Context: an optimization exercise on an open-source flow, tuned for small area. The choices shown serve that exercise and are no tape-out recipe. RTL that was checked went through simulation tests only; none was proved equivalent to the original. The flow treats the clock pin as an ideal source, which a real chip does not have. Power figures rest on the tool's default switching activity, not on a simulated workload.

==> trial 40 <==
Design dualport_1rw1w_be, start of the top module:
module dualport_1rw1w_be
#(
  parameter int DW      = 32,
  parameter int AW      = 6,
  parameter int BYTE_W  = 8,
  localparam int NB     = DW / BYTE_W,
  localparam int DEPTH  = 1 << AW
) (
  input  logic          clk,
  input  logic          rst_n,
  input  logic          ena,
  input  logic [NB-1:0] wea,
  input  logic [AW-1:0] addra,
  input  logic [DW-1:0] dia,
  output logic [DW-1:0] doa,
  output logic          doa_vld,
  input  logic          enb,
  input  logic [NB-1:0] beb,
  input  logic [AW-1:0] addrb,
  input  logic [DW-1:0] dib,
  output logic          init_busy,
  output logic          collision
);
==> module dualport_1rw1w_be, before the edit <==
module dualport_1rw1w_be
#(
  parameter int DW      = 32,
  parameter int AW      = 6,
  parameter int BYTE_W  = 8,
  localparam int NB     = DW / BYTE_W,
  localparam int DEPTH  = 1 << AW
) (
  input  logic          clk,
  input  logic          rst_n,
  input  logic          ena,
  input  logic [NB-1:0] wea,
  input  logic [AW-1:0] addra,
  input  logic [DW-1:0] dia,
  output logic [DW-1:0] doa,
  output logic          doa_vld,
  input  logic          enb,
  input  logic [NB-1:0] beb,
  input  logic [AW-1:0] addrb,
  input  logic [DW-1:0] dib,
  output logic          init_busy,
  output logic          collision
);
  localparam int NRD = (DEPTH + 2) / 3;
  dp_clr_seq #(.AW(AW)) u_clr (
    .clk       (clk),
    .rst_n     (rst_n),
    .init_busy (init_busy)
  );
  logic          run;
  logic          rd;
  logic          same;
  logic [NB-1:0] lane_b;
  logic [NB-1:0] lane_a;
  logic [NB-1:0] lane_b_n;
  logic [DW-1:0] data_a_n;
  assign run      = ~init_busy;
  assign rd       = run & ena;
  assign same     = (addra == addrb);
  assign lane_b   = {NB{run & enb}} & beb;
  assign lane_b_n = ~lane_b;
  assign lane_a   = ({NB{rd}} & wea & ~({NB{same}} & lane_b)) | {NB{init_busy}};
  assign data_a_n = ~dia | {DW{init_busy}};
  logic [DEPTH-1:0] dec_a;
  logic [DEPTH-1:0] dec_b_n;
  always_comb begin
    for (int w = 0; w < DEPTH; w++) begin
      dec_a[w]   = (addra == AW'(w)) | init_busy;
      dec_b_n[w] = (addrb != AW'(w));
    end
  end
  logic [DW-1:0] mem [DEPTH];
  for (genvar w = 0; w < DEPTH; w++) begin : g_word
    for (genvar k = 0; k < NB; k++) begin : g_lane
      logic sel_a_n, sel_b, hold;
      logic [BYTE_W-1:0] nxt;
      dp_sel_a u_sel_a (
        .dec_a   (dec_a[w]),
        .lane_a  (lane_a[k]),
        .sel_a_n (sel_a_n)
      );
      dp_sel_b u_sel_b (
        .dec_b_n  (dec_b_n[w]),
        .lane_b_n (lane_b_n[k]),
        .sel_b    (sel_b)
      );
      dp_hold u_hold (
        .dec_a   (dec_a[w]),
        .lane_a  (lane_a[k]),
        .sel_b   (sel_b),
        .hold    (hold)
      );
      for (genvar i = 0; i < BYTE_W; i++) begin : g_bit
        dp_bit_next u_nxt (
          .q       (mem[w][k*BYTE_W+i]),
          .hold    (hold),
          .b       (dib[k*BYTE_W+i]),
          .sel_b   (sel_b),
          .a_n     (data_a_n[k*BYTE_W+i]),
          .sel_a_n (sel_a_n),
          .d       (nxt[i])
        );
      end
      always_ff @(posedge clk) begin
        mem[w][k*BYTE_W +: BYTE_W] <= nxt;
      end
    end
  end
  logic [3*NRD-1:0] dec_r;
  logic [DW-1:0]    rdata;
  always_comb begin
    for (int w = 0; w < 3 * NRD; w++) dec_r[w] = (w < DEPTH) ? dec_a[w] : 1'b0;
  end
  for (genvar i = 0; i < DW; i++) begin : g_rbit
    logic [3*NRD-1:0] col;
    logic [NRD-1:0]   part_n;
    for (genvar w = 0; w < 3 * NRD; w++) begin : g_col
      if (w < DEPTH) begin : g_in
        assign col[w] = mem[w][i];
      end else begin : g_pad
        assign col[w] = 1'b0;
      end
    end
    for (genvar j = 0; j < NRD; j++) begin : g_leaf
      dp_aoi222 u_leaf (
        .a0  (col[3*j]),   .s0 (dec_r[3*j]),
        .a1  (col[3*j+1]), .s1 (dec_r[3*j+1]),
        .a2  (col[3*j+2]), .s2 (dec_r[3*j+2]),
        .y_n (part_n[j])
      );
    end
    assign rdata[i] = ~&part_n;
  end
  logic          rd_q;
  logic          col_q;
  logic [DW-1:0] doa_q;
  always_ff @(posedge clk or negedge rst_n) begin
    if (!rst_n) begin
      rd_q  <= 1'b0;
      col_q <= 1'b0;
    end else begin
      rd_q  <= rd;
      col_q <= rd & enb & same & (|(wea & beb));
    end
  end
  always_ff @(posedge clk) begin
    doa_q <= rdata;
  end
  assign doa       = doa_q;
  assign doa_vld   = rd_q;
  assign collision = col_q;
endmodule
make LEC_CHECK=0 CAP_MARGIN=20 CORE_MARGIN=2 CORE_UTILIZATION=60 CTS_BUF_LIST=sky130_fd_sc_hd__clkbuf_8 SLEW_MARGIN=20 SYNTH_HIERARCHICAL=1 finish   # period 5.0 ns
run.sh (not shown) runs the stock make flow with config.mk's settings and CLKGATE_MAP_FILE= SYNTH_SCRIPT=/design/flow/synth_recipe.tcl, a recipe that flattens the netlist after the stock synthesis.
==> inputs of build 23, as changes to trial 40 <==
--- a/flow/design.v
+++ b/flow/design.v
@@ -22,2 +22,9 @@
   assign y_n = ~((a0 & s0) | (a1 & s1) | (a2 & s2));
+endmodule
+module dp_nand2 (
+  input  logic a,
+  input  logic b,
+  output logic y_n
+);
+  assign y_n = ~(a & b);
 endmodule
@@ -154,24 +161,20 @@
   end
-  logic [3*NRD-1:0] dec_r;
-  logic [DW-1:0]    rdata;
-  always_comb begin
-    for (int w = 0; w < 3 * NRD; w++) dec_r[w] = (w < DEPTH) ? dec_a[w] : 1'b0;
-  end
+  logic [DW-1:0] rdata;
   for (genvar i = 0; i < DW; i++) begin : g_rbit
-    logic [3*NRD-1:0] col;
-    logic [NRD-1:0]   part_n;
-    for (genvar w = 0; w < 3 * NRD; w++) begin : g_col
-      if (w < DEPTH) begin : g_in
-        assign col[w] = mem[w][i];
-      end else begin : g_pad
-        assign col[w] = 1'b0;
+    logic [NRD-1:0] part_n;
+    for (genvar j = 0; j < NRD; j++) begin : g_leaf
+      if (3 * j + 2 < DEPTH) begin : g_three
+        dp_aoi222 u_leaf (
+          .a0  (mem[3*j][i]),   .s0 (dec_a[3*j]),
+          .a1  (mem[3*j+1][i]), .s1 (dec_a[3*j+1]),
+          .a2  (mem[3*j+2][i]), .s2 (dec_a[3*j+2]),
+          .y_n (part_n[j])
+        );
+      end else begin : g_one
+        dp_nand2 u_leaf (
+          .a   (mem[3*j][i]),
+          .b   (dec_a[3*j]),
+          .y_n (part_n[j])
+        );
       end
-    end
-    for (genvar j = 0; j < NRD; j++) begin : g_leaf
-      dp_aoi222 u_leaf (
-        .a0  (col[3*j]),   .s0 (dec_r[3*j]),
-        .a1  (col[3*j+1]), .s1 (dec_r[3*j+1]),
-        .a2  (col[3*j+2]), .s2 (dec_r[3*j+2]),
-        .y_n (part_n[j])
-      );
     end
==> flow/flow/run.sh (new file) <==
#!/bin/bash
# Own layout flow: the standard synthesis and ORFS layout, with these changes:
#  - ports are buffered with buf_2 instead of ORFS's default choice,
#  - after detailed placement, cells with spare slack are downsized
#    (repair_timing -recover_power) and placement is legalised again,
#  - clock tree synthesis uses clkbuf_8 in clusters of up to 26 sinks and
#    inserts no dummy loads; leaf buffers whose flip-flops see a slow clock
#    edge are then upsized to clkbuf_16.
# Each step's full output goes to a log file of its own in this folder
# (ORFS also keeps its per-stage logs under orfs/logs).
set -euo pipefail
W=$(pwd)
F=$W/flow
bash standard.sh synth > synth.log 2>&1
bash standard.sh \
  "BUFFER_PORTS_ARGS=-buffer_cell sky130_fd_sc_hd__buf_2" \
  "POST_DETAIL_PLACE_TCL=$F/downsize.tcl" \
  "CTS_ARGS=-sink_clustering_enable -repair_clock_nets -buf_list sky130_fd_sc_hd__clkbuf_8 -sink_clustering_size 26 -sink_clustering_max_diameter 80 -dont_use_dummy_load" \
  "POST_CTS_TCL=$F/post_cts.tcl" \
  finish > layout.log 2>&1
==> flow/flow/clock_slew.tcl (new file) <==
# Upsize clock-tree leaf buffers that drive a flip-flop clock pin whose slew is
# above a threshold, to clkbuf_16, until no pin is above it or no buffer is left.
proc clk_pin_slews {} {
  set res {}
  foreach inst [[ord::get_db_block] getInsts] {
    if {[[$inst getMaster] isSequential]} {
      set it [$inst findITerm CLK]
      if {$it eq "NULL"} continue
      set p [get_pins [$inst getName]/CLK]
      lappend res [list $inst [get_property $p slew_max] [$it getNet]]
    }
  }
  return $res
}
proc fix_clock_slew {thr} {
  for {set pass 0} {$pass < 4} {incr pass} {
    set drivers {}
    foreach r [clk_pin_slews] {
      lassign $r inst s net
      if {$s > $thr} {
        foreach t [$net getITerms] {
          if {[$t isOutputSignal]} { dict set drivers [[$t getInst] getName] [[[$t getInst] getMaster] getName] }
        }
      }
    }
    if {[dict size $drivers] == 0} break
    set n 0
    dict for {name m} $drivers {
      if {$m eq "sky130_fd_sc_hd__clkbuf_8"} { replace_cell $name sky130_fd_sc_hd__clkbuf_16; incr n }
    }
    puts "fix_clock_slew pass $pass: upsized $n of [dict size $drivers] drivers"
    if {$n == 0} break
    estimate_parasitics -placement
  }
  set worst 0
  foreach r [clk_pin_slews] { set s [lindex $r 1]; if {$s > $worst} {set worst $s} }
  puts "fix_clock_slew: worst flip-flop clock slew [format %.4f $worst] ns"
}
==> flow/flow/downsize.tcl (new file) <==
# Downsize cells with spare slack, then legalise the placement again.
estimate_parasitics -placement
report_design_area
repair_timing -recover_power 100
detailed_placement
check_placement -verbose
report_design_area
==> flow/flow/post_cts.tcl (new file) <==
# After clock tree synthesis: upsize the leaf clock buffers whose flip-flops
# see a clock slew above 115 ps, then legalise the placement again.
source [file join [file dirname [info script]] clock_slew.tcl]
estimate_parasitics -placement
fix_clock_slew 0.115
detailed_placement
check_placement -verbose
estimate_parasitics -placement
==> flow/standard.sh (new file) <==
#!/bin/bash
# synth_recipe.tcl (not shown) runs the flow's synth.tcl, then flattens the netlist and writes it again
# the make line also repeats each setting of config.mk as NAME=value (left out here)
make -C /OpenROAD-flow-scripts/flow DESIGN_CONFIG=/design/flow/config.mk WORK_HOME=/design/flow/orfs CLKGATE_MAP_FILE= SYNTH_SCRIPT=/design/flow/synth_recipe.tcl "${@:-finish}"
CORE_UTILIZATION = 55   (was 60)
CTS_BUF_LIST = not set   (was sky130_fd_sc_hd__clkbuf_8)
removed: flow/run.sh
==> summary of the runs <==
In build 23 the worst setup slack is better than in trial 40, by 83 ps. Of trial 40 and build 23, trial 40 has the higher worst hold slack (gap 18 ps). Between build 23 and trial 40, the lower via count is in build 23 (gap 5.0%, measured against trial 40). In trial 40 the clock power is higher than in build 23, by about 75%. In build 23 the die area is higher than in trial 40, by about 9%. Between trial 40 and build 23, the lower area after synthesis is in build 23 (gap about 0.24%, measured against build 23). Between trial 40 and build 23, the lower clock skew is in trial 40 (gap 15 ps). In synthesized cell count, trial 40 and build 23 hardly differ. Of build 23 and trial 40, trial 40 has the higher clock-buffer cell count (gap 320). Core utilization: build 23 is lower than trial 40 (10 points). Of trial 40 and build 23, trial 40 has the higher final area (gap about 8%, measured against build 23).
==> figures <==
| metric | trial 40 | build 23 |
|---|---|---|
| First-pass GRT wire length | 533000 um | 531000 um |
| Number of standard cells after synthesis | 8172 | 8171 |
| Gr usage total | 49.5% | 45.0% |
| Transition time at the pin with the least slew margin | 1240 ps | 1320 ps |
| Combinational share of power | 2.6% | 2.4% |
| Share of the core filled with cells in the final layout | 70.7% | 60.3% |
| Basic-gate share of the synthesized area counting and, or, nand and nor cells | 14.2% | 14.4% |
| Status | timing/DRC/antenna clean | timing/DRC/antenna clean |
| Seq. pwr | 16.7 mW | 16.6 mW |
| Met3 wire len | 65100 um | 57100 um |
| Post-synthesis share of cell area spent on full adders, half adders and majority gates | 0.0148% | 0.0148% |
| R2R Path End | doa_q[0] | doa_q[29] |
| Highest clock frequency the design can meet | 0.227 GHz | 0.231 GHz |
| Final Worst Setup Slack | 586 ps | 669 ps |
| Post-synth design cell area | 84600 um2 | 84400 um2 |
| Clock-pin transition on the worst setup and hold timing paths | 60 ps | 120 ps |
| Dpl cells | 10636 | 10464 |
| Switching Share | 23.7% | 23.2% |
| Maximum cell stage delay along the critical path | 960 ps | 720 ps |
| Clock insertion delay at the later pin of the skew report | 1060 ps | 960 ps |
| Die X-Extent | 379 um | 396 um |
| Required time at the endpoint of the critical path | 5890 ps | 5780 ps |
| Maximum vdd ir drop | 0.315 mV | 0.282 mV |
No functional check of the RTL was part of trial 40.

==> separate check: timing with driven ports <==
No port has a modelled driver above. Below, the same layouts with a new extraction and two added sets of constraints.
Step 1: set_driving_cell puts a clkbuf_16 on clk and a buf_2 on each other input, an assumption about the parent block.
Step 2 moves the port delays by t, midway between the first and last clock arrival at a register: inputs arrive t later, outputs are due t later. That takes back most of the time a late clock gives input paths.
Three values: ideal ports, drivers, drivers and shift; two values: the first two.
run | shift t [ns] | setup slack, ns | worst register clock-pin slew, ns | worst slew at a driven data input, ns
trial 40 | 1.113 | 0.586 / 0.649 / -0.464 | 0.07 / 0.07 | 0.23
build 23 | 1.006 | 0.669 / 0.669 / 0.278 | 0.12 / 0.12 | 0.14
With both steps, setup timing fails in trial 40, where it was met with ideal ports. The setup slack of trial 40, which loses most, moves by +0.063 ns with the drivers and by -1.050 ns with both steps.
